This design comes from an exercise in tuning for small area, a short achievable clock period and few clock cycles per item on the open sky130 flow, not from production work. Function was checked by simulation only, so behaviour that the tests miss may differ from the original. Power and IR drop assume default switching activity.

**run.sh**
```bash
#!/bin/bash
# synth_recipe.tcl (not shown) runs the flow's synth.tcl, then flattens the netlist and writes it again
# the make line also repeats each setting of config.mk as NAME=value (left out here)
make -C /OpenROAD-flow-scripts/flow DESIGN_CONFIG=/design/flow/config.mk WORK_HOME=/design/flow/orfs CLKGATE_MAP_FILE= SYNTH_SCRIPT=/design/flow/synth_recipe.tcl finish
```
**design.v**
```verilog
package smpq_pkg;
	localparam int DEF_QUEUE_DEPTH = 16;
	localparam int VALUE_W         = 32;
	localparam int OCC_W           = 5;
	localparam logic [1:0] OP_INSERT = 2'd0;
	localparam logic [1:0] OP_REMOVE = 2'd1;
	localparam logic [1:0] OP_PEEK   = 2'd2;
	localparam logic [1:0] ST_OK    = 2'd0;
	localparam logic [1:0] ST_EMPTY = 2'd1;
	localparam logic [1:0] ST_FULL  = 2'd2;
endpackage
module smpq_ctrl #(
	parameter int DEPTH = smpq_pkg::DEF_QUEUE_DEPTH
) (
	input  logic                         clk,
	input  logic                         arst_n,
	input  logic                         start,
	input  logic [1:0]                   op,
	output logic                         busy,
	output logic                         done,
	output logic [DEPTH-1:0]             occ,        
	output logic                         ins_x,      
	output logic                         rem_x,      
	output logic                         rd_c,       
	output logic [1:0]                   status,
	output logic                         is_empty,
	output logic [smpq_pkg::OCC_W-1:0]   count
);
	logic [DEPTH-1:0] occ_q;
	logic             done_c_q, done_x_q;
	logic             ins_c_q, ins_x_q;
	logic             rem_c_q, rem_x_q;
	logic             rd_c_q;
	logic [1:0]       st_c_q, st_x_q;
	logic [smpq_pkg::OCC_W-1:0] cnt_x_q;
	logic             empty_x_q;
	logic [smpq_pkg::OCC_W-1:0] cnt_c;
	logic             full;
	logic             empty;
	assign full  = occ_q[DEPTH-1];
	assign empty = !occ_q[0];
	always_comb begin
		cnt_c = '0;
		for (int k = 0; k < DEPTH; k++) begin
			if (occ_q[k]) cnt_c = smpq_pkg::OCC_W'(k + 1);
		end
	end
	always_ff @(posedge clk or negedge arst_n) begin
		if (!arst_n) begin
			occ_q    <= '0;
			done_c_q <= 1'b0;
			done_x_q <= 1'b0;
			ins_c_q  <= 1'b0;
			ins_x_q  <= 1'b0;
			rem_c_q  <= 1'b0;
			rem_x_q  <= 1'b0;
			rd_c_q   <= 1'b0;
		end else begin
			done_c_q <= start;
			ins_c_q  <= start && (op == smpq_pkg::OP_INSERT) && !full;
			rem_c_q  <= start && (op == smpq_pkg::OP_REMOVE) && !empty;
			rd_c_q   <= start && (op == smpq_pkg::OP_REMOVE || op == smpq_pkg::OP_PEEK) && !empty;
			done_x_q <= done_c_q;
			ins_x_q  <= ins_c_q;
			rem_x_q  <= rem_c_q;
			if (start) begin
				if (op == smpq_pkg::OP_INSERT && !full) begin
					occ_q <= {occ_q[DEPTH-2:0], 1'b1};
				end else if (op == smpq_pkg::OP_REMOVE && !empty) begin
					occ_q <= {1'b0, occ_q[DEPTH-1:1]};
				end
			end
		end
	end
	always_ff @(posedge clk) begin
		st_c_q <= smpq_pkg::ST_OK;
		if (op == smpq_pkg::OP_INSERT && full) begin
			st_c_q <= smpq_pkg::ST_FULL;
		end else if ((op == smpq_pkg::OP_REMOVE || op == smpq_pkg::OP_PEEK) && empty) begin
			st_c_q <= smpq_pkg::ST_EMPTY;
		end
		st_x_q  <= st_c_q;
		cnt_x_q <= cnt_c;
		empty_x_q <= empty;
	end
	assign busy     = 1'b0;
	assign done     = done_x_q;
	assign occ      = occ_q;
	assign ins_x    = ins_x_q;
	assign rem_x    = rem_x_q;
	assign rd_c     = rd_c_q;
	assign status   = st_x_q;
	assign count    = cnt_x_q;
	assign is_empty = empty_x_q;
endmodule
module smpq_lt #(
	parameter int W = smpq_pkg::VALUE_W
) (
	input  logic [W-1:0] a,
	input  logic [W-1:0] b,
	output logic         lt
);
	logic [W-1:0] aa, bb;
	logic [W:0]   bw;
	assign aa = {~a[W-1], a[W-2:0]};
	assign bb = {~b[W-1], b[W-2:0]};
	assign bw[0] = 1'b0;
	genvar k;
	generate
		for (k = 0; k < W; k++) begin : g_bit
			assign bw[k+1] = (~aa[k] & bb[k]) | (~aa[k] & bw[k]) | (bb[k] & bw[k]);
		end
	endgenerate
	assign lt = bw[W];
endmodule
module smpq_datapath #(
	parameter int DEPTH = smpq_pkg::DEF_QUEUE_DEPTH
) (
	input  logic                                clk,
	input  logic [smpq_pkg::VALUE_W-1:0]        value,
	input  logic [DEPTH-1:0]                    occ,
	input  logic                                ins_x,
	input  logic                                rem_x,
	input  logic                                rd_c,
	output logic [smpq_pkg::VALUE_W-1:0]        head
);
	localparam int W = smpq_pkg::VALUE_W;
	logic [W-1:0]     val_c_q;
	logic [W-1:0]     val_x_q;
	logic [W-1:0]     entries_q [DEPTH];
	logic [W-1:0]     entries_d [DEPTH];
	logic [W-1:0]     head_q;     
	logic [DEPTH-1:0] cmp_q;      
	logic             cv_q;       
	logic [DEPTH-1:0] vld_q;      
	logic [DEPTH-1:0] p_hold_q;   
	logic [DEPTH-1:0] p_prev_q;
	logic [DEPTH-1:0] p_val_q;
	logic             rem_p_q;    
	logic [DEPTH-1:0] c;
	logic             cv;
	logic [DEPTH-1:0] lt;
	logic [DEPTH-1:0] s_hold, s_prev, s_val, s_next;
	always_ff @(posedge clk) begin
		val_c_q <= value;
		val_x_q <= val_c_q;
	end
	genvar i;
	generate
		for (i = 0; i < DEPTH; i++) begin : g_cmp
			smpq_lt u_lt (.a(entries_q[i]), .b(val_c_q), .lt(c[i]));
		end
	endgenerate
	smpq_lt u_ltv (.a(val_x_q), .b(val_c_q), .lt(cv));
	always_ff @(posedge clk) begin
		cmp_q <= c;
		cv_q  <= cv;
		vld_q <= {1'b0, occ[DEPTH-1:1]};
	end
	always_ff @(posedge clk) begin
		p_hold_q <= s_hold;
		p_prev_q <= s_prev;
		p_val_q  <= s_val;
		rem_p_q  <= rem_x;
	end
	function automatic logic [4*DEPTH-1:0] moves(input logic ins, input logic rem,
			input logic [DEPTH-1:0] l);
		logic [DEPTH-1:0] h, p, v, n;
		for (int k = 0; k < DEPTH; k++) begin
			v[k] = ins & ~l[k] & ((k == 0) ? 1'b1 : l[(k == 0) ? 0 : k-1]);
			p[k] = ins & ~l[k] & ((k == 0) ? 1'b0 : ~l[(k == 0) ? 0 : k-1]);
			n[k] = (k < DEPTH-1) ? rem : 1'b0;
			h[k] = (ins & l[k]) | (~ins & ((k < DEPTH-1) ? ~rem : 1'b1));
		end
		moves = {h, p, v, n};
	endfunction
	generate
		for (i = 0; i < DEPTH; i++) begin : g_lt
			if (i < DEPTH-1) begin : g_v
				assign lt[i] = vld_q[i] & ((p_hold_q[i] & cmp_q[i]) | (p_val_q[i] & cv_q) |
					(p_prev_q[i] & cmp_q[(i == 0) ? 0 : i-1]) | (rem_p_q & cmp_q[i+1]));
			end else begin : g_nv
				assign lt[i] = 1'b0;
			end
		end
	endgenerate
	assign {s_hold, s_prev, s_val, s_next} = moves(ins_x, rem_x, lt);
	generate
		for (i = 0; i < DEPTH; i++) begin : g_cell
			assign entries_d[i] = ({W{s_hold[i]}} & entries_q[i]) |
			                      ({W{s_val[i]}}  & val_x_q) |
			                      ({W{s_prev[i]}} & entries_q[(i == 0) ? 0 : i-1]) |
			                      ({W{s_next[i]}} & entries_q[(i < DEPTH-1) ? i+1 : i]);
			always_ff @(posedge clk) begin
				entries_q[i] <= entries_d[i];
			end
		end
	endgenerate
	always_ff @(posedge clk) begin
		head_q <= rd_c ? entries_d[0] : '0;
	end
	assign head = head_q;
endmodule
module sorted_min_priority_queue_core #(
	parameter int QUEUE_DEPTH = smpq_pkg::DEF_QUEUE_DEPTH
) (
	input  logic                         clk,
	input  logic                         arst_n,
	input  logic                         start,
	input  logic [1:0]                   op,
	input  logic [smpq_pkg::VALUE_W-1:0] value,
	output logic                         busy,
	output logic                         done,
	output logic [smpq_pkg::VALUE_W-1:0] head,
	output logic [1:0]                   status,
	output logic                         is_empty,
	output logic [smpq_pkg::OCC_W-1:0]   occupancy
);
	logic [QUEUE_DEPTH-1:0] occ;
	logic                   ins_x;
	logic                   rem_x;
	logic                   rd_c;
	smpq_ctrl #(
		.DEPTH (QUEUE_DEPTH)
	) u_ctrl (
		.clk      (clk),
		.arst_n   (arst_n),
		.start    (start),
		.op       (op),
		.busy     (busy),
		.done     (done),
		.occ      (occ),
		.ins_x    (ins_x),
		.rem_x    (rem_x),
		.rd_c     (rd_c),
		.status   (status),
		.is_empty (is_empty),
		.count    (occupancy)
	);
	smpq_datapath #(
		.DEPTH (QUEUE_DEPTH)
	) u_datapath (
		.clk    (clk),
		.value  (value),
		.occ    (occ),
		.ins_x  (ins_x),
		.rem_x  (rem_x),
		.rd_c   (rd_c),
		.head   (head)
	);
endmodule
module smpq_top (
	input  logic        clk,
	input  logic        arst_n,
	input  logic        start,
	input  logic [1:0]  cmd_op,
	input  logic [31:0] cmd_value,
	output logic        busy,
	output logic        done,
	output logic [31:0] rsp_head,
	output logic [1:0]  rsp_status,
	output logic        rsp_empty,
	output logic [4:0]  rsp_count
);
	sorted_min_priority_queue_core #(
		.QUEUE_DEPTH (16)
	) u_core (
		.clk       (clk),
		.arst_n    (arst_n),
		.start     (start),
		.op        (cmd_op),
		.value     (cmd_value),
		.busy      (busy),
		.done      (done),
		.head      (rsp_head),
		.status    (rsp_status),
		.is_empty  (rsp_empty),
		.occupancy (rsp_count)
	);
endmodule
```
**config.mk**
```make
export PLATFORM = sky130hd
export DESIGN_NAME = smpq_top
export DESIGN_NICKNAME = smpq_top
export VERILOG_FILES = /design/flow/design.v
export SDC_FILE = /design/flow/constraint.sdc
export NUM_CORES = 4
export LEC_CHECK = 0
export CAP_MARGIN = 20
export CORE_MARGIN = 2
export CORE_UTILIZATION = 45
export PLACE_DENSITY = 0.6
export SETUP_SLACK_MARGIN = 2.7
export SLEW_MARGIN = 20
```
**constraint.sdc**
```tcl
create_clock -name core_clock -period 5.0 [get_ports {clk}]
set_input_delay 1.0000 -clock core_clock [delete_from_list [all_inputs] [get_ports {clk}]]
set_output_delay 1.0000 -clock core_clock [all_outputs]
set_load 0.01 [all_outputs]
```
==> impl_metrics.csv, run 1 <==
group,metric,value,unit
place,dp_cells,5021,
die,rows,103,
cts,tritoncts,"done",
sta,slew_headroom,34.28,%
drt,drtPass1Iterations,9,
global_routing,grt_pass1_vias,31020,
sta,max_clock_freq,432.4,MHz
cts,clkSinkCount,718,
place,io_buffers,77,
critical_path,r2r-end,"u_core.u_datapath.cmp_q[5]",
cts,cts-root-buf,"clkbuf_16",
global_routing,grt_pass1_wl,194700,um
synthesis,synthArstFlopShare,3.203,%
critical_path,critPathKind,"flip-flop to flip-flop",
synthesis,synth_largest_area_cell,"dfxtp_1",
synthesis,ys_seq_elements,718,
global_routing,grt_start_max_net_pins,128,
critical_path,critical_path.max_fanout,17,
synthesis,synth_area_leaders,"dfxtp_1 (39%), a22oi_1 (15%), nand2_1 (4.4%)",
sta,clock_skew,0.02604,ns
synthesis,synth.avg_cell_area,8.553,um2
drt,drc,0,
drt,drtAntennaViolNets,0,
sta,slew_violations,0,
pwr,ir_worst_vdd,294.6,uV
place,dp_hpwl,90430,um
sta,period_share,46.25,%
sta,rsz0062_at_grt,"true",
drt,vias_per_cell,6.491,
drt,drtIter0Drc,4647,
global_routing,grt_usage,30.19,%
die,die_h,286.1,um
synthesis,yosys_warnings,6,
final_layout,stdcell_count,5201,
pwr,cellPowerDensity,546.9,nW/um2
synthesis,synth_ff_type,"dfxtp_1",
critical_path,critical_path_arrival,2.88,ns
final_layout,drive_gt1_share,9.036,%
outcome,outcome,"finished clean",
global_routing,grt_overflow_total,0,
critical_path,r2r_slack,2.69,ns
cts,clk_pin_slew,0.06,ns
sta,setup_violations,0,
die,die_w,286.1,um
worst_hold_path,hold-path-cell-count,0,
die,core_region_area,78870,um2
pwr,power.leakage,15.27,nW
synthesis,synth_edf_count,0,
critical_path,end_kind,"flip-flop",
critical_path,reg2reg_from,"u_core.u_datapath.val_c_q[2]",
critical_path,start_kind,"flip-flop",
die,io_pins,79,
synthesis,syn_nets,4225,
cts,clkLatencyLatePin,0.64,ns
cts,ctsHoldBuffers,0,
final_layout,nets,4123,
synthesis,seq_area_frac_synth,40.47,%
synthesis,syn_inst,4186,
worst_hold_path,hold-path-endpoint,"u_core.u_ctrl.st_x_q[1]",
cts,cts.path.max_buffers,3,
sta,hold_viol,0,
cts,h-tree-depth,3,
synthesis,netlist_area,35800,um2
drt,routed-via-count,33760,
final_layout,area_delta_synth_final,13.16,%
critical_path,cp.required,5.57,ns
die,initial_core_util,45.39,%
critical_path,reg2reg_depth,7,
flow_run,drv_cap,0,
worst_hold_path,hold_class,"flip-flop to flip-flop",
sta,max_slew.worst_pin.slew,0.9834,ns
synthesis,netlist.area_leader.share,38.86,%
global_routing,antenna_found_initial,3,
synthesis,synth_cell_type_count,62,
die,dieArea,81840,um2
worst_hold_path,min_from,"u_core.u_ctrl.st_c_q[1]",
sta,fin_crit,2.313,ns
drt,routed_wl,128300,um
sta,fin_tns_setup,0,ns
cts,cts-buffers-inserted,81,
drt,wl_per_cell,24.67,um
place,gp_congestion,0.9019,
==> per-stage QoR <==
| stage | utilization, % | worst slack (ns) | power, mW | cell area, um2 | hold WS [ns] |
|---|---|---|---|---|---|
| 2_1_floorplan | - | 2.730 | 13.42 | 35800 | 0.3096 |
| 3_3_place_gp | 47.22 | 1.756 | 15.60 | 37240 | 0.3125 |
| 3_5_place_dp | 47.22 | 1.747 | 15.68 | 37240 | 0.3175 |
| 4_1_cts | 51.02 | 2.701 | 21.98 | 40240 | 0.3281 |
| 5_1_grt | 51.36 | 2.641 | 23.31 | 40510 | 0.3309 |
| 6_report | 51.37 | 2.687 | 22.16 | 40510 | 0.3246 |
==> worst max-delay path, cell delays in order (launching register included) <==
cell,delay (ns)
dfxtp_1,0.39
clkinvlp_4,0.39
buf_4,0.33
o211ai_1,0.10
o221ai_1,0.12
o21ai_0,0.57
a211oi_1,0.18
o21bai_1,0.16
==> state kept, by name (all words and copies together) (netlist names), 2 cells and up <==
| register | count |
|---|---|
| u_core.u_ctrl.st_c_q | 2 |
| u_core.u_datapath.entries_q | 512 |
| u_core.u_ctrl.st_x_q | 2 |
| u_core.u_datapath.vld_q | 15 |
| u_core.u_datapath.val_x_q | 32 |
| u_core.u_datapath.p_val_q | 15 |
| u_core.u_datapath.p_hold_q | 15 |
| u_core.u_ctrl.occ_q | 16 |
| u_core.u_datapath.p_prev_q | 14 |
| u_core.u_datapath.val_c_q | 32 |
| u_core.u_datapath.cmp_q | 16 |
| u_core.u_ctrl.cnt_x_q | 5 |
| u_core.u_datapath.head_q | 32 |
==> routing by layer <==
metal | track usage, % | vias up | share of wire [%]
li1 | - | 15880 | -
met1 | 42.17 | 16160 | 44
met2 | 47.45 | 1512 | 45
met3 | 3.373 | 212 | 7.0
met4 | 12.28 | 0 | 3.8
met5 | 0 | - | 0
==> synth_stat cells (3+ instances only) <==
cell	instances
nor3_1	4
mux2i_1	61
o21ai_0	89
o21ai_1	121
nor2_2	6
a31oi_1	34
dfxtp_1	695
a22oi_1	711
a22o_1	41
a21o_1	17
and3_1	4
o211ai_1	33
o22ai_1	136
o311a_1	16
buf_4	6
a2bb2oi_1	18
dfrtp_1	23
nand3_1	19
clkinv_1	13
maj3_1	52
o21bai_1	20
and2_1	4
a211oi_1	93
nor2b_1	178
o2111ai_1	34
nand2_1	424
a21boi_1	3
a21boi_2	4
o221ai_1	68
nor2_1	113
a21oi_1	171
a2111oi_1	11
a2111oi_0	22
inv_1	209
clkbuf_1	283
a221o_1	66
inv_2	5
buf_1	22
buf_2	108
a222oi_1	133
nand2b_1	90
==> how the worst max path moves through the flow <==
stage	end	from	slack (ns)
2_1_floorplan	u_core.u_ctrl.occ_q[10]	cmd_op[0]	2.73
3_3_place_gp	u_core.u_ctrl.occ_q[10]	cmd_op[0]	1.76
5_1_grt	u_core.u_datapath.entries_q[4][28]	u_core.u_datapath.rem_p_q	2.64
3_5_place_dp	u_core.u_ctrl.occ_q[10]	cmd_op[0]	1.75
6_report	u_core.u_datapath.cmp_q[5]	u_core.u_datapath.val_c_q[2]	2.69
4_1_cts	rsp_head[5]	u_core.u_datapath.head_q[5]	2.70
==> where the power goes <==
group | internal, mW | switching [mW] | total (mW) | leakage (nW)
registers | 7.54 | 2.57 | 10.1 | 6.03
clock network | 3.72 | 2.50 | 6.23 | 1.36
logic | 2.75 | 3.08 | 5.83 | 7.88
total | 14.0 | 8.15 | 22.2 | 15.3
==> layout by cell type (no fill, tap or decap), drive strengths merged, types with 20 or more instances in the layout <==
master           n
a22o            41
a2111oi         34
o21bai          20
nand2          424
o22ai          136
nand2b          90
a222oi         133
a211oi          93
a22oi          711
dfrtp           23
nor2b          179
nor2           121
buf            155
a21oi          172
a31oi           34
clkbuf         129
o2111ai         34
a221o           66
o221ai          68
dlygate4sd2     30
clkdlybuf4s50   35
o211ai          33
inv            217
clkinv          22
dfxtp          695
mux2i           61
maj3            52
o21ai          212
==> what timing repair did <==
item | CTS | global route
setup buffers | 14 | 13
setup endpoints to repair | 614 | 412
cloned | 3 | 0
endpoints found under the hold margin | 0 | 0
gates resized for setup | 103 | 60
pin swaps | 10 | 7
==> layout make-up <==
cell class	count	area, um2
fillers	7611	38360
multi-input cells	2823	18980
flip-flops and latches	718	14520
clock buffers	127	2485
repair buffers	233	2049
well taps	1050	1314
inverters	227	887.1
clock inverters	22	277.8
diodes	1	2.502
==> cells by family (layout without fill, tap and decap cells) <==
family | after synthesis | count (layout) | synth area share, %
mux | 61 | 61 | 1.705
simple gates | 853 | 854 | 11.16
compound gates | 1852 | 1853 | 37.91
flops | 718 | 718 | 40.47
fa+ha+maj | 54 | 54 | 1.524
other cells | 1 | 2 | 0.01047
buf+inv | 647 | 609 | 7.227
Testbench counts, summed over its fixed seeds: cycles 8,016, items 8,000.
==> run 2: changes to the inputs <==
--- a/config.mk
+++ b/config.mk
@@ -8,6 +8,8 @@
 export CAP_MARGIN = 20
 export CORE_MARGIN = 2
 export CORE_UTILIZATION = 45
+export CTS_CLUSTER_DIAMETER = 100
+export CTS_CLUSTER_SIZE = 24
 export PLACE_DENSITY = 0.6
 export SETUP_SLACK_MARGIN = 2.7
 export SLEW_MARGIN = 20
==> run 2 against run 1 <==
Against the previous run:
- still clean on timing, DRC and antenna
- global-route usage decreased by 0.57 points
- synthesized area unchanged
- combinational power about the same
- worst setup slack improved by 0.020 ns
- sequential power about the same
- count of clock-buffer cells in the layout decreased by 85
- die area unchanged
==> impl_metrics.csv, run 2 <==
group,metric,value,unit
global_routing,grt_pass1_vias,30490,
drt,vias_per_cell,6.521,
synthesis,synth_edf_count,0,
drt,drtPass1Iterations,8,
global_routing,grt_usage,29.62,%
drt,routed-via-count,33270,
sta,fin_tns_setup,0,ns
synthesis,netlist_area,35800,um2
cts,clk_pin_slew,0.10,ns
synthesis,synth.avg_cell_area,8.553,um2
synthesis,syn_nets,4225,
critical_path,cp-endpoint,"u_core.u_datapath.cmp_q[5]",
final_layout,most-common-layout-cells,"a22oi_1 (709), dfxtp_1 (684), nand2_1 (418), inv_1 (208), nor2b_1 (173)",
synthesis,synth_largest_area_cell,"dfxtp_1",
die,die_w,286.1,um
critical_path,start_kind,"flip-flop",
place,dp_slack,1.747,ns
synthesis,ys_seq_elements,718,
global_routing,grt_overflow_total,0,
drt,wl_per_cell,24.83,um
sta,slew_violations,0,
die,dieArea,81840,um2
critical_path,critPathKind,"flip-flop to flip-flop",
synthesis,syn_inst,4186,
sta,worst_slack,2.708,ns
critical_path,r2r_slack,2.71,ns
critical_path,r2r-end,"u_core.u_datapath.cmp_q[5]",
cts,cts-root-buf,"clkbuf_16",
place,gp_congestion,0.9019,
sta,hold_viol,0,
global_routing,grt_start_max_net_pins,128,
sta,period_share,45.84,%
final_layout,mostFrequentLayoutCell,"a22oi_1",
critical_path,critical_path_arrival,2.83,ns
drt,routed_wl,126700,um
flow_run,drv_cap,0,
die,die_h,286.1,um
drt,drc,0,
outcome,outcome,"finished clean",
cts,cts-buffers-inserted,36,
synthesis,yosysMostFrequentCell,"a22oi_1",
global_routing,grt_pass1_wl,192000,um
place,dp_hpwl,90430,um
critical_path,reg2reg_depth,6,
synthesis,synth_area_leaders,"dfxtp_1 (39%), a22oi_1 (15%), nand2_1 (4.4%)",
cts,cts.path.max_buffers,3,
cts,clkLatencyLatePin,0.61,ns
cts,h-tree-depth,2,
synthesis,synthArstFlopShare,3.203,%
drt,drtIter0Drc,4700,
cts,clkSinkCount,718,
synthesis,netlist.area_leader.share,38.86,%
die,core_region_area,78870,um2
final_layout,nets,4081,
synthesis,netlist_top_cells_count,"a22oi_1 (711), dfxtp_1 (695), nand2_1 (424)",
critical_path,end_kind,"flip-flop",
pwr,ir_worst_vdd,385.8,uV
synthesis,synth_cell_type_count,62,
sta,clock_skew,0.03340,ns
sta,fin_crit,2.292,ns
pwr,cellPowerDensity,497.8,nW/um2
synthesis,yosys_warnings,6,
sta,max_clock_freq,436.3,MHz
synthesis,synth_ff_type,"dfxtp_1",
critical_path,timing.critical_path.from,"u_core.u_datapath.val_c_q[10]",
cts,ctsHoldBuffers,0,
critical_path,critical_path.max_fanout,13,
die,rows,103,
pwr,power.leakage,14.41,nW
final_layout,largest_register_ff_count,512,
final_layout,drive_gt1_share,7.183,%
cts,tritoncts,"done",
sta,slew_headroom,34.25,%
place,io_buffers,77,
die,io_pins,79,
global_routing,antenna_found_initial,4,
synthesis,seq_area_frac_synth,40.47,%
critical_path,reg2reg_from,"u_core.u_datapath.val_c_q[10]",
final_layout,area_delta_synth_final,8.139,%
die,initial_core_util,45.39,%
final_layout,regMostFlops,"u_core.u_datapath.entries_q",
worst_hold_path,hold_class,"flip-flop to flip-flop",
critical_path,cp.required,5.54,ns
sta,rsz0062_at_grt,"true",
drt,drtAntennaViolNets,0,
sta,max_slew.worst_pin.slew,0.9839,ns
sta,setup_violations,0,
run 2: cell counts after synthesis:
Identical to the previous run, type by type.
run 2: how the worst min path moves through the flow:
stage / cells after the start / slack, ns / end / start
after floorplan: 0 / 0.31 / u_core.u_ctrl.st_x_q[0] / u_core.u_ctrl.st_c_q[0]
after global placement: 0 / 0.31 / u_core.u_ctrl.st_x_q[0] / u_core.u_ctrl.st_c_q[0]
after detailed placement: 0 / 0.32 / u_core.u_ctrl.st_x_q[1] / u_core.u_ctrl.st_c_q[1]
after CTS: 0 / 0.34 / u_core.u_ctrl.st_x_q[1] / u_core.u_ctrl.st_c_q[1]
after global routing: 0 / 0.34 / u_core.u_ctrl.st_x_q[1] / u_core.u_ctrl.st_c_q[1]
final: 0 / 0.33 / u_core.u_ctrl.st_x_q[1] / u_core.u_ctrl.st_c_q[1]
run 2: cells by family after synthesis:
kind of cell / after synthesis / share of synthesized area [%]
AND/OR/NAND/NOR: 853 / 11.16
buffers and inverters: 647 / 7.227
other: 1 / 0.01047
multiplexers: 61 / 1.705
AO/OA/AOI/OAI: 1852 / 37.91
adder cells (fa/ha/maj): 54 / 1.524
flip-flops: 718 / 40.47
run 2: stage by stage:
step	std cells	area (um2)	power (mW)	utilization, %	hold slack, ns
after floorplan	4186	35800	13.42	-	0.3096
after global placement	5021	37240	15.60	47.22	0.3125
after detailed placement	5021	37240	15.68	47.22	0.3175
after CTS	5086	38470	19.08	48.77	0.3364
after global routing	5101	38710	20.36	49.09	0.3418
final	5102	38720	19.27	49.09	0.3327
run 2: where the power goes:
group / internal, mW / total, mW / switching [mW]
registers: 7.52 / 10.1 / 2.56
clock network: 1.38 / 3.38 / 1.99
logic: 2.74 / 5.82 / 3.07
run 2: area by class of cell:
| class | count | area [um2] |
|---|---|---|
| inverters | 227 | 884.6 |
| well taps | 1050 | 1314 |
| repair buffers | 236 | 2032 |
| diodes | 1 | 2.502 |
| clock inverters | 5 | 47.55 |
| multi-input cells | 2823 | 18970 |
| flip-flops and latches | 718 | 14520 |
| fillers | 7767 | 40150 |
| clock buffers | 42 | 954.7 |
run 2: worst max-delay path: stages (launching register included):
cell and delay, ns:
dfxtp_2 0.60, buf_4 0.25, nor2b_1 0.06, a2111oi_1 0.63
o311a_1 0.40, a211oi_1 0.12, o21bai_1 0.15
run 2: layer usage:
metal / GRT usage, % / vias to the layer above / wire (um)
li1: - / 15720 / -
met1: 42.13 / 15940 / 56830
met2: 46.88 / 1439 / 56890
met3: 2.329 / 171 / 8141
met4: 11.01 / 0 / 4808
met5: 0 / - / 0
run 2: repair_timing:
action,4_1_cts,5_1_grt
gates resized for setup,98,42
pin swaps,10,12
setup endpoints to repair,619,255
gates cloned,2,1
setup buffers,16,14
==> run 3: changes to the inputs <==
--- a/config.mk
+++ b/config.mk
@@ -11,5 +11,5 @@
 export CTS_CLUSTER_DIAMETER = 100
 export CTS_CLUSTER_SIZE = 24
 export PLACE_DENSITY = 0.6
-export SETUP_SLACK_MARGIN = 2.7
+export SETUP_SLACK_MARGIN = 2.8
 export SLEW_MARGIN = 20
==> run 3 against run 2 <==
Against the previous run:
- register-to-register slack improved by 0.04 ns
- synthesized cell count did not move
- maximum frequency rose by 1.6%
- power rose by 1.1%
- sequential power barely moved
- still clean
- count of clock-buffer cells in the layout rose by 3
- worst setup slack improved by 0.036 ns
- die area did not move
- utilization rose by 0.63 points
==> impl_metrics.csv, run 3 <==
group,metric,value,unit
outcome,outcome,"finished clean",
worst_hold_path,hold_class,"primary input to asynchronous set/reset pin",
critical_path,start_kind,"flip-flop",
synthesis,yosys_warnings,6,
place,postPlaceCellArea,37120,um2
final_layout,nets,4091,
final_layout,fill_cells,7701,
synthesis,seq_area_frac_synth,40.47,%
final_layout,largest_register_ff_count,512,
sta,worst_slack,2.743,ns
synthesis,synth.avg_cell_area,8.553,um2
drt,routed-via-count,33590,
sta,setup_violations,0,
final_layout,most-common-layout-cells,"a22oi_1 (709), dfxtp_1 (678), nand2_1 (412), inv_1 (207), nor2b_1 (173)",
critical_path,cp_common_cell,"buf_4",
place,io_buffers,77,
critical_path,crit_buf_inv,3,
drt,drtPass1Iterations,10,
critical_path,critPathKind,"flip-flop to flip-flop",
pwr,cellPowerDensity,496.9,nW/um2
sta,fin_crit,2.257,ns
critical_path,cp_slowest_cell,"nor3_1",
critical_path,cp.required,5.51,ns
critical_path,crit_path_cell_trace,"buf_4, clkinv_1, buf_4, o22ai_1, a211oi_2, o2111ai_1, nor3_1, o21bai_1",
synthesis,synthArstFlopShare,3.203,%
die,rows,103,
sta,max_slew.worst_pin.slew,1.028,ns
sta,slew_headroom,31.37,%
critical_path,end_kind,"flip-flop",
sta,hold_viol,0,
final_layout,fin_area,39210,um2
drt,drtAntennaViolNets,0,
synthesis,synth_edf_count,0,
cts,h-tree-depth,2,
final_layout,area_delta_synth_final,9.523,%
synthesis,synth_area_leaders,"dfxtp_1 (39%), a22oi_1 (15%), nand2_1 (4.4%)",
cts,cts-buffers-inserted,37,
die,dieArea,81840,um2
global_routing,grt_usage,29.67,%
pwr,power.leakage,14.51,nW
global_routing,grt_overflow_total,0,
pwr,ir_worst_vdd,375.0,uV
critical_path,critical_path_arrival,2.76,ns
critical_path,cp_top_family,"compound AO/OA/AOI/OAI gates",
final_layout,drive_gt1_share,8.881,%
sta,clock_skew,0.03603,ns
cts,clkLatencyLatePin,0.62,ns
critical_path,max_stage_delay,0.36,ns
critical_path,critical_path.max_fanout,19,
die,die_h,286.1,um
synthesis,synth_cell_type_count,62,
synthesis,netlist_area,35800,um2
drt,wl_per_cell,25.12,um
synthesis,netlist.area_leader.share,38.86,%
sta,fin_tns_setup,0,ns
cts,cts-root-buf,"clkbuf_16",
final_layout,regMostFlops,"u_core.u_datapath.entries_q",
final_layout,mostFrequentLayoutCell,"a22oi_1",
drt,routed_wl,128500,um
global_routing,grt_start_max_net_pins,96,
synthesis,synth_largest_area_cell,"dfxtp_1",
place,dp_slack,1.740,ns
die,die_w,286.1,um
global_routing,grt_pass1_vias,30760,
global_routing,grt_pass1_wl,192200,um
flow_run,drv_cap,0,
sta,rsz0062_at_grt,"true",
synthesis,ys_seq_elements,718,
cts,cts.path.max_buffers,3,
final_layout,antenna_cells,0,
drt,vias_per_cell,6.567,
sta,slew_violations,0,
synthesis,syn_inst,4186,
drt,drc,0,
cts,clkSinkCount,718,
synthesis,syn_nets,4225,
die,core_region_area,78870,um2
drt,drtIter0Drc,4906,
place,gp_congestion,0.9544,
synthesis,netlist_top_cells_count,"a22oi_1 (711), dfxtp_1 (695), nand2_1 (424)",
die,initial_core_util,45.39,%
synthesis,yosysMostFrequentCell,"a22oi_1",
place,dp_hpwl,89350,um
cts,clk_pin_slew,0.10,ns
global_routing,antenna_found_initial,2,
pwr,p_total,19.48,mW
sta,period_share,45.13,%
die,io_pins,79,
sta,max_clock_freq,443.1,MHz
synthesis,synth_ff_type,"dfxtp_1",
cts,tritoncts,"done",
final_layout,utilization,49.72,%
-- run 3: changes by cell type in the layout (fill, tap and decap cells not counted), sizes merged, moves of 3 or more --
| cell | previous run | this run |
|---|---|---|
| bufbuf | 0 | 3 |
| buf | 159 | 172 |
| dlygate4sd2 | 38 | 4 |
| clkinv | 12 | 17 |
| clkbuf | 43 | 55 |
| inv | 217 | 213 |
| clkdlybuf4s15 | 3 | 20 |
-- run 3: layout make-up --
cell class                      count  area, um2  share of cell area [%]
Multi-Input combinational cell   2823      19100                   48.71
Sequential cell                   718      14530                   37.06
Timing Repair Buffer              244       2313                   5.900
Tap cell                         1050       1314                   3.350
Clock buffer                       45      975.9                   2.489
Inverter                          227      884.6                   2.256
Clock inverter                      7      83.83                  0.2138
Timing Repair inverter              1      7.507                 0.01914
-- run 3: cell families (layout without fill, tap and decap cells) --
| logic type | count (synthesis) | after routing | synth area share, % |
|---|---|---|---|
| compound gates | 1852 | 1853 | 37.91 |
| simple gates | 853 | 854 | 11.16 |
| flops | 718 | 718 | 40.47 |
| buf+inv | 647 | 524 | 7.227 |
| mux | 61 | 61 | 1.705 |
| fa+ha+maj | 54 | 54 | 1.524 |
| other cells | 1 | 1 | 0.01047 |
-- run 3: stage by stage --
step	std cells	hold WS, ns
3_3_place_gp	5006	0.3111
2_1_floorplan	4186	0.3096
4_1_cts	5092	0.3405
6_report	5115	0.3367
3_5_place_dp	5006	0.3229
5_1_grt	5115	0.3501
-- run 3: power breakdown --
group          leakage, nW  internal (mW)  switching (mW)  total, mW
logic                 7.96           2.81            3.10       5.90
registers             6.03           7.52            2.59       10.1
clock network        0.517           1.46            2.01       3.47
total                 14.5           11.8            7.70       19.5
-- run 3: path summary, 6_finish.rpt --
path | from | endpoint | slack, ns | cells past startpoint
worst max-delay path | u_core.u_datapath.val_c_q[26] | u_core.u_datapath.cv_q | 2.74 | 8
worst min-delay path | arst_n | u_core.u_ctrl.occ_q[15] | 0.34 | 1
min in group core_clock | u_core.u_ctrl.st_c_q[1] | u_core.u_ctrl.st_x_q[1] | 0.34 | 0
max in group asynchronous | arst_n | u_core.u_ctrl.ins_x_q | 4.26 | 1
worst max register to register | u_core.u_datapath.val_c_q[26] | u_core.u_datapath.cv_q | 2.74 | 8
worst min register to register | u_core.u_ctrl.st_c_q[1] | u_core.u_ctrl.st_x_q[1] | 0.34 | 0
-- run 3: what timing repair did --
| action | 4_1_cts | 5_1_grt |
|---|---|---|
| hold buffers | 0 | 0 |
| gates resized for setup | 217 | 72 |
| endpoints found under the setup margin | 615 | 363 |
| hold endpoints to repair | 0 | 0 |
| buffers inserted | 29 | 19 |
| gates cloned | 5 | 4 |
| pin swaps | 19 | 21 |
-- run 3: layer usage --
metal	share of wire (%)	GRT usage (%)	wire length (um)	up-vias
met1	44	41.24	55900	16120
met4	4.5	12.88	5780	0
li1	-	-	-	15750
met3	6.3	2.257	8090	213
met2	46	47.34	58700	1503
met5	0	0	0	-
==> run 4: changes to the inputs <==
--- a/config.mk
+++ b/config.mk
@@ -11,5 +11,5 @@
 export CTS_CLUSTER_DIAMETER = 100
 export CTS_CLUSTER_SIZE = 24
 export PLACE_DENSITY = 0.6
-export SETUP_SLACK_MARGIN = 2.8
+export SETUP_SLACK_MARGIN = 2.9
 export SLEW_MARGIN = 20
==> run 4 against run 3 <==
Against the previous run:
- synthesized cell count unchanged
- count of clock-buffer cells in the layout grew 5
- critical endpoint is now done
- sequential power hardly changed
- register-to-register slack better by 0.16 ns
- worst setup slack improved by 0.12 ns
- still clean on timing, DRC and antenna
- combinational power down 0.7%
- largest power group unchanged
==> impl_metrics.csv, run 4 <==
group,metric,value,unit
global_routing,grt_pass1_wl,191900,um
pwr,ir_worst_vdd,292.2,uV
final_layout,regMostFlops,"u_core.u_datapath.entries_q",
critical_path,reg2reg_from,"u_core.u_datapath.val_c_q[5]",
synthesis,yosysMostFrequentCell,"a22oi_1",
synthesis,synth_ff_type,"dfxtp_1",
critical_path,cp.required,4.00,ns
drt,routed_wl,125900,um
global_routing,grt_usage,29.43,%
synthesis,netlist_area,35800,um2
cts,clkSinkCount,718,
synthesis,syn_inst,4186,
die,die_h,286.1,um
cts,ctsHoldBuffers,0,
sta,clock_skew,0.03555,ns
die,initial_core_util,45.39,%
critical_path,end_kind,"output port",
synthesis,synth_cell_type_count,62,
final_layout,largest_register_ff_count,512,
sta,fin_tns_setup,0,ns
drt,vias_per_cell,6.544,
drt,drc,0,
critical_path,reg2reg_depth,6,
final_layout,nets,4068,
die,dieArea,81840,um2
cts,cts.path.max_buffers,3,
pwr,cellPowerDensity,496.1,nW/um2
drt,drtIter0Drc,4708,
synthesis,synth_area_leaders,"dfxtp_1 (39%), a22oi_1 (15%), nand2_1 (4.4%)",
worst_hold_path,hold_class,"flip-flop to flip-flop",
cts,cts-buffers-inserted,37,
place,postPlaceCellArea,37100,um2
cts,cts-root-buf,"clkbuf_16",
global_routing,grt_overflow_total,0,
synthesis,synthArstFlopShare,3.203,%
cts,h-tree-depth,2,
outcome,outcome,"finished clean",
drt,routed-via-count,33360,
die,io_pins,79,
final_layout,fin_area,39550,um2
global_routing,grt_start_max_net_pins,80,
synthesis,netlist_top_cells_count,"a22oi_1 (711), dfxtp_1 (695), nand2_1 (424)",
die,die_w,286.1,um
cts,tritoncts,"done",
sta,max_clock_freq,467.2,MHz
sta,hold_viol,0,
critical_path,max_stage_delay,0.40,ns
place,io_buffers,77,
final_layout,area_delta_synth_final,10.46,%
pwr,power.leakage,14.55,nW
synthesis,synth_edf_count,0,
sta,rsz0062_at_grt,"true",
final_layout,drive_gt1_share,10.16,%
critical_path,critPathKind,"flip-flop to output port",
critical_path,crit_path_cell_trace,"buf_6",
final_layout,most-common-layout-cells,"a22oi_1 (711), dfxtp_1 (653), nand2_1 (410), inv_1 (208), nor2b_1 (173)",
cts,clk_pin_slew,0.09,ns
critical_path,cp_slowest_cell,"dfrtp_1",
synthesis,yosys_warnings,6,
place,gp_congestion,0.9011,
critical_path,critical_path_arrival,1.14,ns
critical_path,r2r_slack,2.90,ns
final_layout,mostFrequentLayoutCell,"a22oi_1",
sta,slew_headroom,36.22,%
sta,fin_crit,2.141,ns
die,rows,103,
synthesis,seq_area_frac_synth,40.47,%
sta,setup_violations,0,
die,core_region_area,78870,um2
critical_path,timing.critical_path.from,"u_core.u_ctrl.done_x_q",
global_routing,grt_pass1_vias,30610,
synthesis,syn_nets,4225,
global_routing,antenna_found_initial,6,
synthesis,synth_largest_area_cell,"dfxtp_1",
sta,max_slew.worst_pin.slew,0.9554,ns
sta,period_share,42.81,%
critical_path,r2r-end,"u_core.u_datapath.cmp_q[7]",
drt,wl_per_cell,24.71,um
critical_path,cp-endpoint,"done",
critical_path,crit_buf_inv,1,
critical_path,start_kind,"flip-flop",
synthesis,synth.avg_cell_area,8.553,um2
flow_run,drv_cap,0,
place,dp_hpwl,88940,um
critical_path,critical_path.max_fanout,1,
cts,clkLatencyLatePin,0.62,ns
critical_path,cp_top_family,"flip-flops",
synthesis,netlist.area_leader.share,38.86,%
critical_path,worstSetupPathDepth,1,
synthesis,ys_seq_elements,718,
sta,slew_violations,0,
worst_hold_path,hold-path-cell-count,0,
drt,drtPass1Iterations,10,
drt,drtAntennaViolNets,0,
==> run 4: cell counts after synthesis <==
Identical to the previous run, type by type.
==> run 4: layout make-up <==
type                       instances  area [um2]
clock buffer                      50        1057
sequential                       718       14600
inverter                         227       938.4
timing repair buffer             219        2140
multi-input combinational       2825       19380
fill                            7670       39320
clock inverter                     6       106.4
timing repair inverter             1       7.507
antenna                            1       2.502
tap                             1050        1314
==> run 4: worst min path at each step <==
stage / startpoint / endpoint / slack, ns
floorplan: u_core.u_ctrl.st_c_q[0] / u_core.u_ctrl.st_x_q[0] / 0.31
global placement: u_core.u_ctrl.st_c_q[1] / u_core.u_ctrl.st_x_q[1] / 0.31
detailed placement: u_core.u_ctrl.st_c_q[1] / u_core.u_ctrl.st_x_q[1] / 0.32
CTS: u_core.u_ctrl.st_c_q[1] / u_core.u_ctrl.st_x_q[1] / 0.34
global route: u_core.u_ctrl.st_c_q[1] / u_core.u_ctrl.st_x_q[1] / 0.34
finish: u_core.u_ctrl.st_c_q[1] / u_core.u_ctrl.st_x_q[1] / 0.34
==> run 4: per-stage QoR <==
step / setup slack [ns] / power (mW) / instances / utilization [%] / hold slack, ns
after detailed placement: 1.808 / 15.58 / 5002 / 47.04 / 0.3182
after floorplan: 2.938 / 13.42 / 4186 / - / 0.3096
after CTS: 2.766 / 19.39 / 5081 / 49.50 / 0.3373
final: 2.860 / 19.62 / 5097 / 50.14 / 0.3352
after global placement: 1.820 / 15.50 / 5002 / 47.04 / 0.3137
after global routing: 2.827 / 20.73 / 5096 / 50.14 / 0.3428
==> run 4: where the power goes <==
group / leakage, nW / internal [mW] / total (mW) / switching, mW
clock: 0.569 / 1.62 / 3.64 / 2.02
combinational: 7.94 / 2.81 / 5.86 / 3.06
sequential: 6.04 / 7.52 / 10.1 / 2.59
==> run 4: what timing repair did <==
item | 4_1_cts | 5_1_grt
gates cloned | 4 | 2
pin swaps | 14 | 26
setup buffers | 19 | 13
gates resized for setup | 391 | 88
setup endpoints to repair | 648 | 453
==> run 4: layer usage <==
metal | vias to the layer above | global-route usage, % | part of all wire, %
met5 | - | 0 | 0
met4 | 0 | 9.045 | 2.9
met3 | 143 | 2.671 | 6.0
met2 | 1307 | 47.06 | 46
met1 | 16180 | 41.96 | 45
li1 | 15730 | - | -
==> run 4: kinds of logic (layout without fill, tap and decap cells) <==
logic type	Yosys count	in the layout	share of synthesized area [%]
buffers and inverters	647	503	7.227
and+or+nand+nor	853	857	11.16
DFF	718	718	40.47
muxes	61	61	1.705
other	1	2	0.01047
adders and majority gates	54	54	1.524
AOI/OAI and AO/OA	1852	1852	37.91
==> run 5: changes to the inputs <==
--- a/config.mk
+++ b/config.mk
@@ -11,5 +11,5 @@
 export CTS_CLUSTER_DIAMETER = 100
 export CTS_CLUSTER_SIZE = 24
 export PLACE_DENSITY = 0.6
-export SETUP_SLACK_MARGIN = 2.9
+export SETUP_SLACK_MARGIN = 2.6
 export SLEW_MARGIN = 20
==> run 5 against run 4 <==
Against the previous run:
- still clean on timing, DRC and antenna
- die area unchanged
- critical path depth rose by 5
- cell count unchanged
- non-clock buffer count is 12 higher
- clock skew shrank 0.00073 ns
- final area down 2.4%
- combinational power fell by 2%
- via count increased by 0.31%
- utilization down 1.2 points
- worst setup slack lost 0.26 ns
- count of clock-buffer cells in the layout shrank 8
- sequential share of layout area grew 0.71 points
- critical endpoint is now u_core.u_datapath.cmp_q[6]
- largest cell class unchanged
- largest power group unchanged
==> impl_metrics.csv, run 5 <==
group,metric,value,unit
synthesis,synth_top_family_by_area,"compound AO/OA/AOI/OAI gates",
final_layout,fill_cells,7800,
global_routing,grt_start_max_net_pins,128,
critical_path,start_kind,"flip-flop",
drt,drtAntennaViolNets,0,
synthesis,synthArstFlopShare,3.203,%
die,io_pins,79,
global_routing,grt_pass1_vias,30460,
worst_hold_path,min_from,"u_core.u_ctrl.st_c_q[1]",
drt,routed_wl,127000,um
final_layout,fin_area,38580,um2
synthesis,yosys_warnings,6,
critical_path,critical_path.max_fanout,13,
die,rows,103,
synthesis,synth_compound_area_share,37.91,%
place,gp_congestion,0.9019,
die,core_region_area,78870,um2
cts,tritoncts,"done",
final_layout,nets,4076,
final_layout,utilization,48.92,%
sta,fin_crit,2.402,ns
final_layout,largest_register_ff_count,512,
drt,drtPass1Iterations,11,
cts,cts.path.max_buffers,3,
cts,cts-buffers-inserted,36,
synthesis,netlist.area_leader.share,38.86,%
cts,clk_pin_slew,0.10,ns
synthesis,synth_largest_area_cell,"dfxtp_1",
synthesis,synth_cell_type_count,62,
place,dp_hpwl,90430,um
pwr,pwr-share-seq,52.4,%
cts,clkSinkCount,718,
synthesis,syn_nets,4225,
critical_path,r2r_slack,2.60,ns
global_routing,grt_overflow_total,0,
pwr,p_int,11.61,mW
sta,hold_viol,0,
drt,wl_per_cell,24.92,um
cts,clkLatencyLatePin,0.62,ns
sta,setup_violations,0,
flow_run,drv_cap,0,
die,dieArea,81840,um2
critical_path,critical_path_arrival,2.93,ns
synthesis,synthMuxAreaShare,1.705,%
drt,drc,0,
synthesis,synth_edf_count,0,
cts,ctsHoldBuffers,0,
global_routing,antenna_found_initial,5,
final_layout,area_delta_synth_final,7.762,%
synthesis,synth_ff_type,"dfxtp_1",
pwr,power.leakage,14.37,nW
synthesis,netlist_top_cells_count,"a22oi_1 (711), dfxtp_1 (695), nand2_1 (424)",
global_routing,grt_pass1_wl,191500,um
final_layout,most-common-layout-cells,"a22oi_1 (711), dfxtp_1 (686), nand2_1 (420), inv_1 (209), nor2b_1 (174)",
synthesis,synth.avg_cell_area,8.553,um2
final_layout,regMostFlops,"u_core.u_datapath.entries_q",
worst_hold_path,hold_class,"flip-flop to flip-flop",
die,initial_core_util,45.39,%
sta,max_slew.worst_pin.slew,0.9841,ns
sta,clock_skew,0.03482,ns
pwr,combPwrFrac,30.0,%
cts,cts-root-buf,"clkbuf_16",
global_routing,grt_usage,29.53,%
place,postPlaceCellArea,37240,um2
die,die_w,286.1,um
drt,routed-via-count,33460,
final_layout,mostFrequentLayoutCell,"a22oi_1",
synthesis,yosysMostFrequentCell,"a22oi_1",
drt,drtIter0Drc,4896,
cts,h-tree-depth,2,
critical_path,end_kind,"flip-flop",
sta,slew_headroom,34.30,%
pwr,clkPwrFrac,17.6,%
synthesis,seq_area_frac_synth,40.47,%
critical_path,cp.required,5.53,ns
final_layout,drive_gt1_share,6.673,%
pwr,p_sw_share,39.62,%
synthesis,synthAdderAreaFrac,1.524,%
synthesis,synth-xor-area-share,0,%
sta,period_share,48.04,%
synthesis,synth_area_leaders,"dfxtp_1 (39%), a22oi_1 (15%), nand2_1 (4.4%)",
critical_path,timing.critical_path.from,"u_core.u_datapath.val_c_q[10]",
drt,vias_per_cell,6.564,
pwr,cellPowerDensity,498.3,nW/um2
critical_path,reg2reg_from,"u_core.u_datapath.val_c_q[10]",
sta,rsz0062_at_grt,"true",
outcome,outcome,"finished clean",
pwr,ir_worst_vdd,386.6,uV
place,io_buffers,77,
synthesis,netlist_area,35800,um2
sta,fin_tns_setup,0,ns
die,die_h,286.1,um
synthesis,syn_inst,4186,
synthesis,synth-simple-area-share,11.15,%
sta,max_clock_freq,416.3,MHz
sta,slew_violations,0,
synthesis,ys_seq_elements,718,
pwr,netSwitchingPower,7.617,mW
critical_path,critPathKind,"flip-flop to flip-flop",
-- run 5: cell counts after synthesis --
Identical to the previous run, type by type.
-- run 5: metal layers --
layer / global-route usage [%] / vias up / wire (um)
met5: 0 / - / 0
met4: 10.64 / 0 / 4636
met3: 2.297 / 159 / 8416
met2: 46.75 / 1455 / 57300
met1: 42.11 / 16150 / 56670
li1: - / 15700 / -
-- run 5: power groups by stage --
stage	Sequential [mW]	Combinational, mW	Clock (mW)
final	10.1	5.77	3.38
after global routing	10.3	6.34	3.64
after CTS	9.92	5.69	3.45
after detailed placement	10.0	5.66	0
after global placement	10.0	5.57	0
after floorplan	9.17	4.25	0
-- run 5: cell type report --
class / instances / area [um2] / share of cell area, %
Inverter: 227 / 879.6 / 2.280
Sequential cell: 718 / 14510 / 37.62
Clock buffer: 42 / 954.7 / 2.474
Timing Repair Buffer: 231 / 1974 / 5.117
Antenna cell: 1 / 2.502 / 0.006486
Clock inverter: 5 / 47.55 / 0.1232
Tap cell: 1050 / 1314 / 3.405
Multi-Input combinational cell: 2823 / 18900 / 48.98
-- run 5: final timing paths --
check | end | depth (start not counted)
max in group asynchronous | u_core.u_ctrl.rem_x_q | 1
worst min register to register | u_core.u_ctrl.st_x_q[1] | 0
worst max register to register | u_core.u_datapath.cmp_q[6] | 6
worst max-delay path | u_core.u_datapath.cmp_q[6] | 6
min in group asynchronous | u_core.u_ctrl.occ_q[12] | 1
worst min-delay path | u_core.u_ctrl.st_x_q[1] | 0
-- run 5: kinds of logic after synthesis --
kind of cell | count (synthesis)
AOI/OAI and AO/OA | 1852
DFF | 718
other | 1
buffers and inverters | 647
muxes | 61
adders and majority gates | 54
and+or+nand+nor | 853
-- run 5: worst max-delay path, stage by stage (launching register included) --
cell,delay (ns)
dfxtp_2,0.60
buf_4,0.24
nor2b_1,0.05
a2111oi_0,0.69
o311a_1,0.43
a211oi_1,0.12
o21bai_1,0.18
-- run 5: what timing repair did --
| action | in CTS | in global routing |
|---|---|---|
| gates resized for setup | 71 | 31 |
| setup buffers | 11 | 14 |
| endpoints found under the setup margin | 570 | 344 |
| pin swaps | 10 | 6 |
| gates cloned | 1 | 2 |
-- run 5: per-stage QoR --
stage	setup WS, ns	instances	total power, mW	hold WS [ns]
floorplan	2.730	4186	13.42	0.3096
global placement	1.756	5021	15.60	0.3125
detailed placement	1.747	5021	15.68	0.3175
CTS	2.604	5080	19.05	0.3364
global route	2.541	5096	20.30	0.3418
finish	2.598	5097	19.22	0.3327
==> run 6: changes to the inputs <==
--- a/config.mk
+++ b/config.mk
@@ -8,8 +8,8 @@
 export CAP_MARGIN = 20
 export CORE_MARGIN = 2
 export CORE_UTILIZATION = 45
-export CTS_CLUSTER_DIAMETER = 100
-export CTS_CLUSTER_SIZE = 24
+export CTS_CLUSTER_DIAMETER = 80
+export CTS_CLUSTER_SIZE = 20
 export PLACE_DENSITY = 0.6
-export SETUP_SLACK_MARGIN = 2.6
+export SETUP_SLACK_MARGIN = 2.75
 export SLEW_MARGIN = 20
==> run 6 against run 5 <==
Against the previous run:
- still clean
- count of clock-buffer cells in the layout rose by 13
- combinational power increased by 2%
- worst setup slack better by 0.073 ns
- first-iteration DRC count is 1.6% higher
- routed wire length increased by 0.85%
==> impl_metrics.csv, run 6 <==
group,metric,value,unit
pwr,pwr-share-seq,50.6,%
drt,drtIter0Drc,4975,
global_routing,antenna_found_initial,1,
pwr,ir_worst_vdd,277.5,uV
synthesis,syn_nets,4225,
sta,slew_violations,0,
sta,max_clock_freq,429.4,MHz
die,io_pins,79,
sta,setup_violations,0,
pwr,clkPwrFrac,20.1,%
synthesis,netlist_area,35800,um2
die,rows,103,
synthesis,yosys_warnings,6,
critical_path,cp_common_cell,"buf_4",
sta,hold_viol,0,
drt,drc,0,
synthesis,netlist_top_cells_count,"a22oi_1 (711), dfxtp_1 (695), nand2_1 (424)",
critical_path,critical_path_arrival,2.83,ns
final_layout,drive_gt1_share,8.151,%
flow_run,drv_cap,0,
global_routing,grt_pass1_vias,30600,
final_layout,utilization,49.88,%
cts,clkSinkCount,718,
worst_hold_path,hold-path-cell-count,0,
critical_path,max_stage_delay,0.40,ns
worst_hold_path,min_from,"u_core.u_ctrl.st_c_q[1]",
synthesis,syn_inst,4186,
critical_path,reg2reg_from,"u_core.u_datapath.val_c_q[26]",
critical_path,r2r-end,"u_core.u_datapath.cv_q",
drt,routed_wl,128100,um
synthesis,synth_ff_type,"dfxtp_1",
final_layout,mostFrequentLayoutCell,"a22oi_1",
drt,drtAntennaViolNets,0,
sta,rsz0062_at_grt,"true",
pwr,power.leakage,14.57,nW
pwr,netSwitchingPower,7.793,mW
pwr,p_sw_share,39.04,%
synthesis,synth_largest_area_cell,"dfxtp_1",
pwr,p_int,12.17,mW
final_layout,regMostFlops,"u_core.u_datapath.entries_q",
sta,max_slew.worst_pin.slew,1.011,ns
critical_path,crit_path_cell_trace,"buf_4, clkinv_1, buf_4, o22ai_1, a211oi_1, o2111ai_1, nor3_1, o21bai_1",
synthesis,synth.avg_cell_area,8.553,um2
synthesis,synth_cell_type_count,62,
critical_path,start_kind,"flip-flop",
critical_path,cp_top_family,"compound AO/OA/AOI/OAI gates",
final_layout,nets,4090,
outcome,outcome,"finished clean",
worst_hold_path,hold-path-endpoint,"u_core.u_ctrl.st_x_q[1]",
pwr,cellPowerDensity,507.4,nW/um2
cts,clkLatencyLatePin,0.63,ns
synthesis,ys_seq_elements,718,
die,core_region_area,78870,um2
sta,clock_skew,0.02051,ns
die,dieArea,81840,um2
critical_path,cp.required,5.50,ns
global_routing,grt_pass1_wl,191600,um
sta,fin_tns_setup,0,ns
critical_path,crit_buf_inv,3,
critical_path,r2r_slack,2.67,ns
pwr,combPwrFrac,29.3,%
global_routing,grt_usage,29.54,%
sta,slew_headroom,32.48,%
die,die_h,286.1,um
critical_path,end_kind,"flip-flop",
cts,cts.path.max_buffers,3,
drt,vias_per_cell,6.570,
synthesis,seq_area_frac_synth,40.47,%
sta,period_share,46.58,%
synthesis,netlist.area_leader.share,38.86,%
worst_hold_path,hold_class,"flip-flop to flip-flop",
place,io_buffers,77,
drt,drtPass1Iterations,8,
final_layout,largest_register_ff_count,512,
place,dp_hpwl,89350,um
critical_path,cp_slowest_cell,"a211oi_1",
global_routing,grt_overflow_total,0,
die,die_w,286.1,um
critical_path,critPathKind,"flip-flop to flip-flop",
critical_path,critical_path.max_fanout,19,
final_layout,area_delta_synth_final,9.872,%
synthesis,synthArstFlopShare,3.203,%
final_layout,antenna_cells,0,
synthesis,synth_area_leaders,"dfxtp_1 (39%), a22oi_1 (15%), nand2_1 (4.4%)",
synthesis,yosysMostFrequentCell,"a22oi_1",
drt,wl_per_cell,25.01,um
global_routing,grt_start_max_net_pins,96,
cts,h-tree-depth,2,
cts,cts-buffers-inserted,45,
drt,routed-via-count,33660,
cts,tritoncts,"done",
cts,clk_pin_slew,0.08,ns
sta,fin_crit,2.329,ns
critical_path,reg2reg_depth,8,
final_layout,most-common-layout-cells,"a22oi_1 (709), dfxtp_1 (686), nand2_1 (413), inv_1 (207), nor2b_1 (173)",
synthesis,synth_edf_count,0,
place,gp_congestion,0.9544,
die,initial_core_util,45.39,%
cts,cts-root-buf,"clkbuf_16",
-- run 6: how the worst max path moves through the flow --
stage	start	to	slack, ns	cells after the start
global placement	cmd_op[0]	u_core.u_ctrl.occ_q[11]	1.78	7
finish	u_core.u_datapath.val_c_q[26]	u_core.u_datapath.cv_q	2.67	8
CTS	u_core.u_ctrl.rem_x_q	u_core.u_datapath.entries_q[5][0]	2.65	4
detailed placement	cmd_op[0]	u_core.u_ctrl.occ_q[10]	1.74	7
floorplan	cmd_op[0]	u_core.u_ctrl.occ_q[10]	2.81	8
global route	u_core.u_datapath.val_c_q[22]	u_core.u_datapath.cmp_q[9]	2.61	6
-- run 6: layer usage --
layer / global-route usage (%) / vias up / part of all wire, %
li1: - / 15780 / -
met1: 41.23 / 16230 / 44
met2: 46.97 / 1463 / 46
met3: 2.584 / 192 / 6.2
met4: 12.20 / 0 / 4.1
met5: 0 / - / 0
-- run 6: cells by family after synthesis --
kind of cell | synth area share [%]
compound gates | 37.91
other cells | 0.01047
flops | 40.47
fa+ha+maj | 1.524
simple gates | 11.16
buf+inv | 7.227
mux | 1.705
-- run 6: layout make-up --
type | count | area [um2]
Clock inverter | 14 | 200.2
Multi-Input combinational cell | 2824 | 19050
Fill cell | 7679 | 39530
Inverter | 227 | 884.6
Clock buffer | 55 | 1164
Sequential cell | 718 | 14520
Tap cell | 1050 | 1314
Timing Repair Buffer | 234 | 2201
Timing Repair inverter | 1 | 7.507
-- run 6: through the flow --
step           power, mW  std cells  instance area, um2  worst slack [ns]  hold slack, ns
6_report           19.96       5123               39340             2.671          0.3344
5_1_grt            21.04       5123               39340             2.606          0.3470
4_1_cts            19.76       5100               38940             2.646          0.3380
3_5_place_dp       15.66       5006               37120             1.740          0.3229
3_3_place_gp       15.58       5006               37120             1.777          0.3111
2_1_floorplan      13.42       4186               35810             2.813          0.3096
-- run 6: what timing repair did --
item	in CTS	in global routing
gates resized for setup	159	63
cloned	3	4
setup buffers	22	19
pin swaps	17	12
endpoints found under the setup margin	602	374
hold buffers	0	0
-- run 6: power by group through the flow --
| stage | clock network [mW] | registers, mW | logic [mW] |
|---|---|---|---|
| 6_report | 4.01 | 10.1 | 5.86 |
| 5_1_grt | 4.29 | 10.3 | 6.44 |
| 4_1_cts | 4.08 | 9.94 | 5.73 |
| 3_5_place_dp | 0 | 10.0 | 5.63 |
| 3_3_place_gp | 0 | 10.0 | 5.54 |
| 2_1_floorplan | 0 | 9.17 | 4.25 |
==> run 7: changes to the inputs <==
--- a/design.v
+++ b/design.v
@@ -148,7 +148,11 @@
 	genvar i;
 	generate
 		for (i = 0; i < DEPTH; i++) begin : g_cmp
-			smpq_lt u_lt (.a(entries_q[i]), .b(val_c_q), .lt(c[i]));
+			if (i % 2 == 0) begin : g_even
+				smpq_lt u_lt (.a(entries_q[i]), .b(val_c_q), .lt(c[i]));
+			end else begin : g_odd
+				smpq_lt u_lt (.a(~val_c_q), .b(entries_q[i]), .lt(c[i]));
+			end
 		end
 	endgenerate
 	smpq_lt u_ltv (.a(val_x_q), .b(val_c_q), .lt(cv));
@@ -187,10 +191,10 @@
 	assign {s_hold, s_prev, s_val, s_next} = moves(ins_x, rem_x, lt);
 	generate
 		for (i = 0; i < DEPTH; i++) begin : g_cell
-			assign entries_d[i] = ({W{s_hold[i]}} & entries_q[i]) |
-			                      ({W{s_val[i]}}  & val_x_q) |
-			                      ({W{s_prev[i]}} & entries_q[(i == 0) ? 0 : i-1]) |
-			                      ({W{s_next[i]}} & entries_q[(i < DEPTH-1) ? i+1 : i]);
+			assign entries_d[i] = (entries_q[i] | {W{~s_hold[i]}}) &
+			                      ~(({W{s_val[i]}}  & (val_x_q ^ {W{i % 2 == 0}})) |
+			                        ({W{s_prev[i]}} & entries_q[(i == 0) ? 0 : i-1]) |
+			                        ({W{s_next[i]}} & entries_q[(i < DEPTH-1) ? i+1 : i]));
 			always_ff @(posedge clk) begin
 				entries_q[i] <= entries_d[i];
 			end
==> config.mk (replaced) <==
export PLATFORM = sky130hd
export DESIGN_NAME = smpq_top
export DESIGN_NICKNAME = smpq_top
export VERILOG_FILES = /design/flow/design.v
export SDC_FILE = /design/flow/constraint.sdc
export NUM_CORES = 4
export LEC_CHECK = 0
export CAP_MARGIN = 20
export CORE_MARGIN = 2
export CORE_UTILIZATION = 60
export PLACE_DENSITY = 0.7
export SETUP_SLACK_MARGIN = 2.8
export SLEW_MARGIN = 20
==> run 7 against run 6 <==
Against the previous run:
- global-route usage increased by 22 points
- hold slack got worse by 0.044 ns
- flip-flop and latch count unchanged
- non-clock buffer count increased by 56
- worst setup slack got worse by 0.12 ns
- clock skew decreased by 0.00090 ns
- power increased by 24%
- final area increased by 6.1%
==> impl_metrics.csv, run 7 <==
group,metric,value,unit
outcome,outcome,"finished clean",
synthesis,synthArstFlopShare,3.203,%
critical_path,critPathKind,"flip-flop to flip-flop",
synthesis,yosys_warnings,6,
critical_path,r2r_slack,2.55,ns
die,dieArea,60750,um2
synthesis,ys_seq_elements,718,
drt,drtAntennaViolNets,0,
sta,rsz0062_at_grt,"true",
global_routing,grt_overflow_total,0,
synthesis,seq_area_frac_synth,41.07,%
synthesis,syn_nets,4265,
sta,hold_viol,0,
die,die_w,246.5,um
pwr,cellPowerDensity,595.2,nW/um2
final_layout,mostFrequentLayoutCell,"dfxtp_1",
synthesis,synth_compound_area_share,36.55,%
die,die_h,246.5,um
place,dp_slack,1.224,ns
final_layout,fill_cells,4307,
synthesis,synth-simple-area-share,13.13,%
synthesis,synth_top_family_by_area,"compound AO/OA/AOI/OAI gates",
critical_path,timing.critical_path.from,"u_core.u_datapath.val_c_q[17]",
final_layout,nets,4232,
drt,routed-via-count,39150,
critical_path,r2r-end,"u_core.u_datapath.cmp_q[11]",
cts,cts.path.max_buffers,3,
synthesis,syn_inst,4226,
synthesis,synth_edf_count,0,
die,initial_core_util,60.91,%
worst_hold_path,hold_class,"primary input to asynchronous set/reset pin",
drt,routed_wl,162700,um
final_layout,area_delta_synth_final,18.32,%
sta,fin_crit,2.451,ns
final_layout,most-common-layout-cells,"dfxtp_1 (667), nor2_1 (458), a211oi_1 (311), a22o_1 (288), nand2_1 (285)",
cts,clkSinkCount,718,
cts,cts-buffers-inserted,78,
critical_path,cp.required,5.50,ns
critical_path,start_kind,"flip-flop",
sta,slew_headroom,14.95,%
global_routing,grt_pass1_wl,233100,um
place,gp_congestion,1.120,
cts,ctsHoldBuffers,0,
synthesis,synth_ff_type,"dfxtp_1",
place,postPlaceCellArea,36470,um2
pwr,power.leakage,15.70,nW
sta,setup_violations,0,
flow_run,drv_cap,0,
critical_path,critical_path.max_fanout,33,
sta,fin_tns_setup,0,ns
global_routing,antenna_found_initial,11,
drt,vias_per_cell,7.789,
synthesis,synthMuxAreaShare,1.827,%
drt,drc,0,
die,io_pins,79,
cts,tritoncts,"done",
drt,drtIter0Drc,8660,
die,core_region_area,57920,um2
global_routing,grt_pass1_vias,35610,
final_layout,drive_gt1_share,15.58,%
final_layout,regMostFlops,"u_core.u_datapath.entries_q",
synthesis,netlist_top_cells_count,"dfxtp_1 (695), nor2_1 (468), a211oi_1 (331)",
final_layout,largest_register_ff_count,512,
pwr,p_total,24.84,mW
critical_path,end_kind,"flip-flop",
critical_path,cp-endpoint,"u_core.u_datapath.cmp_q[11]",
synthesis,synth-xor-area-share,0,%
final_layout,fin_area,41740,um2
place,io_buffers,77,
critical_path,critical_path_arrival,2.96,ns
sta,finalHoldWorstSlack,0.2906,ns
sta,clock_skew,0.01961,ns
cts,clk_pin_slew,0.06,ns
global_routing,grt_usage,51.16,%
synthesis,netlist.area_leader.share,39.44,%
place,dp_hpwl,104300,um
sta,max_clock_freq,408.0,MHz
synthesis,netlist_area,35280,um2
drt,wl_per_cell,32.36,um
cts,h-tree-depth,3,
cts,clkLatencyLatePin,0.67,ns
synthesis,synthAdderAreaFrac,1.092,%
synthesis,synth.avg_cell_area,8.348,um2
synthesis,synth_largest_area_cell,"dfxtp_1",
sta,slew_violations,0,
critical_path,reg2reg_depth,6,
sta,max_slew.worst_pin.slew,1.276,ns
critical_path,reg2reg_from,"u_core.u_datapath.val_c_q[17]",
sta,period_share,49.02,%
synthesis,yosysMostFrequentCell,"dfxtp_1",
synthesis,synth_area_leaders,"dfxtp_1 (39%), a22o_1 (7.3%), a211oi_1 (7.0%)",
pwr,ir_worst_vdd,436.7,uV
die,rows,88,
global_routing,grt_start_max_net_pins,228,
sta,worst_slack,2.549,ns
synthesis,synth_cell_type_count,71,
cts,cts-root-buf,"clkbuf_16",
drt,drtPass1Iterations,9,
## run 7: cell count changes after synthesis, moves of 48 or more
cell      before  now
a211oi_1      93  331
a221o_1       66    0
a221oi_1       1   98
a222oi_1     133   13
a22o_1        41  294
a22oi_1      711   96
inv_1        209  112
nand2_1      424  297
nand3_1       19   67
nor2_1       113  468
nor2b_1      178   84
o21ai_0       89  275
o21ai_1      121    6
o22ai_1      136  283
## run 7: cell type report
type	count	area (um2)	share of cell area [%]
Antenna cell	7	17.52	0.04196
Clock buffer	107	2191	5.248
Clock inverter	35	514.2	1.232
Inverter	132	559.3	1.340
Multi-Input combinational cell	2973	20180	48.35
Sequential cell	718	14570	34.90
Tap cell	765	957.2	2.293
Timing Repair Buffer	290	2754	6.597
## run 7: critical path, stage by stage, from the launching register on
cell and delay [ns]:
dfxtp_1 0.38, buf_12 0.21, a22o_1 0.25, a221oi_2 0.40
nand4_1 0.37, a311oi_2 0.44, o21ai_1 0.23
## run 7: metrics by stage
step / cells / utilization, %
6_report: 5027 / 72.07
5_1_grt: 5020 / 72.04
4_1_cts: 4993 / 70.90
3_5_place_dp: 4783 / 62.96
3_3_place_gp: 4781 / 62.85
2_1_floorplan: 4226 / -
## run 7: kinds of logic after synthesis
family,after synthesis
other,1
buffers and inverters,542
adder cells (fa/ha/maj),38
flip-flops,718
multiplexers,61
AND/OR/NAND/NOR,1062
AO/OA/AOI/OAI,1804
## run 7: what timing repair did
action | CTS | global route
endpoints found under the setup margin | 652 | 415
gates cloned | 6 | 3
buffers inserted | 62 | 24
pin swaps | 38 | 31
endpoints found under the hold margin | 0 | 0
resized for setup | 406 | 144
## run 7: worst min-delay path by stage
stage,start,end,slack [ns],cells after the start
finish,arst_n,u_core.u_ctrl.done_x_q,0.29,1
floorplan,u_core.u_ctrl.st_c_q[0],u_core.u_ctrl.st_x_q[0],0.31,0
detailed placement,u_core.u_ctrl.st_c_q[1],u_core.u_ctrl.st_x_q[1],0.31,0
CTS,u_core.u_ctrl.st_c_q[1],u_core.u_ctrl.st_x_q[1],0.33,0
global route,arst_n,u_core.u_ctrl.done_c_q,0.33,1
global placement,u_core.u_ctrl.st_c_q[1],u_core.u_ctrl.st_x_q[1],0.32,0
## run 7: per-layer routing
metal	vias to the layer above	routed length [um]	part of all wire [%]	global-route usage [%]
met5	-	32	0.020	0
met4	6	13720	8.4	35.28
met3	820	28150	17	20.64
met2	3971	62910	39	68.08
met1	18350	57870	36	66.83
li1	16010	-	-	-
## run 7: power by group
group / switching [mW] / internal, mW
registers: 3.34 / 7.78
logic: 4.36 / 3.20
clock network: 2.63 / 3.54
Testbench counts of run 7, summed over its fixed seeds: cycles 8,016, items 8,000.

static timing again, ports no longer ideal:
No port has a modelled driver above. Below, the same layouts with a new extraction and two added sets of constraints.
Step 1: set_driving_cell puts a clkbuf_16 on clk and a buf_2 on each other input, an assumption about the parent block.
Step 2 adds t to the input delays and takes it off the output delays; t is the mean of the earliest and latest rising clock arrival at the registers after step 1. Input paths then give back, and output paths get back, about the clock's delay inside the block.
Three values: ideal, step 1, step 2; two values: the first two.
| run | shift t [ns] | setup slack, ns | worst setup path at the end | cell pins on the clock port's net |
|---|---|---|---|---|
| run 1 | 0.696 | 2.687 / 2.649 / 2.271 | input to register | 1 |
| run 2 | 0.663 | 2.708 / 2.665 / 2.290 | input to register | 1 |
| run 3 | 0.665 | 2.743 / 2.743 / 2.355 | input to register | 1 |
| run 4 | 0.675 | 2.859 / 2.791 / 2.464 | input to register | 1 |
| run 5 | 0.667 | 2.598 / 2.598 / 2.180 | input to register | 1 |
| run 6 | 0.680 | 2.671 / 2.671 / 2.278 | input to register | 1 |
| run 7 | 0.734 | 2.549 / 2.549 / 2.185 | input to register | 1 |
After both steps setup and hold are still met in every run listed.
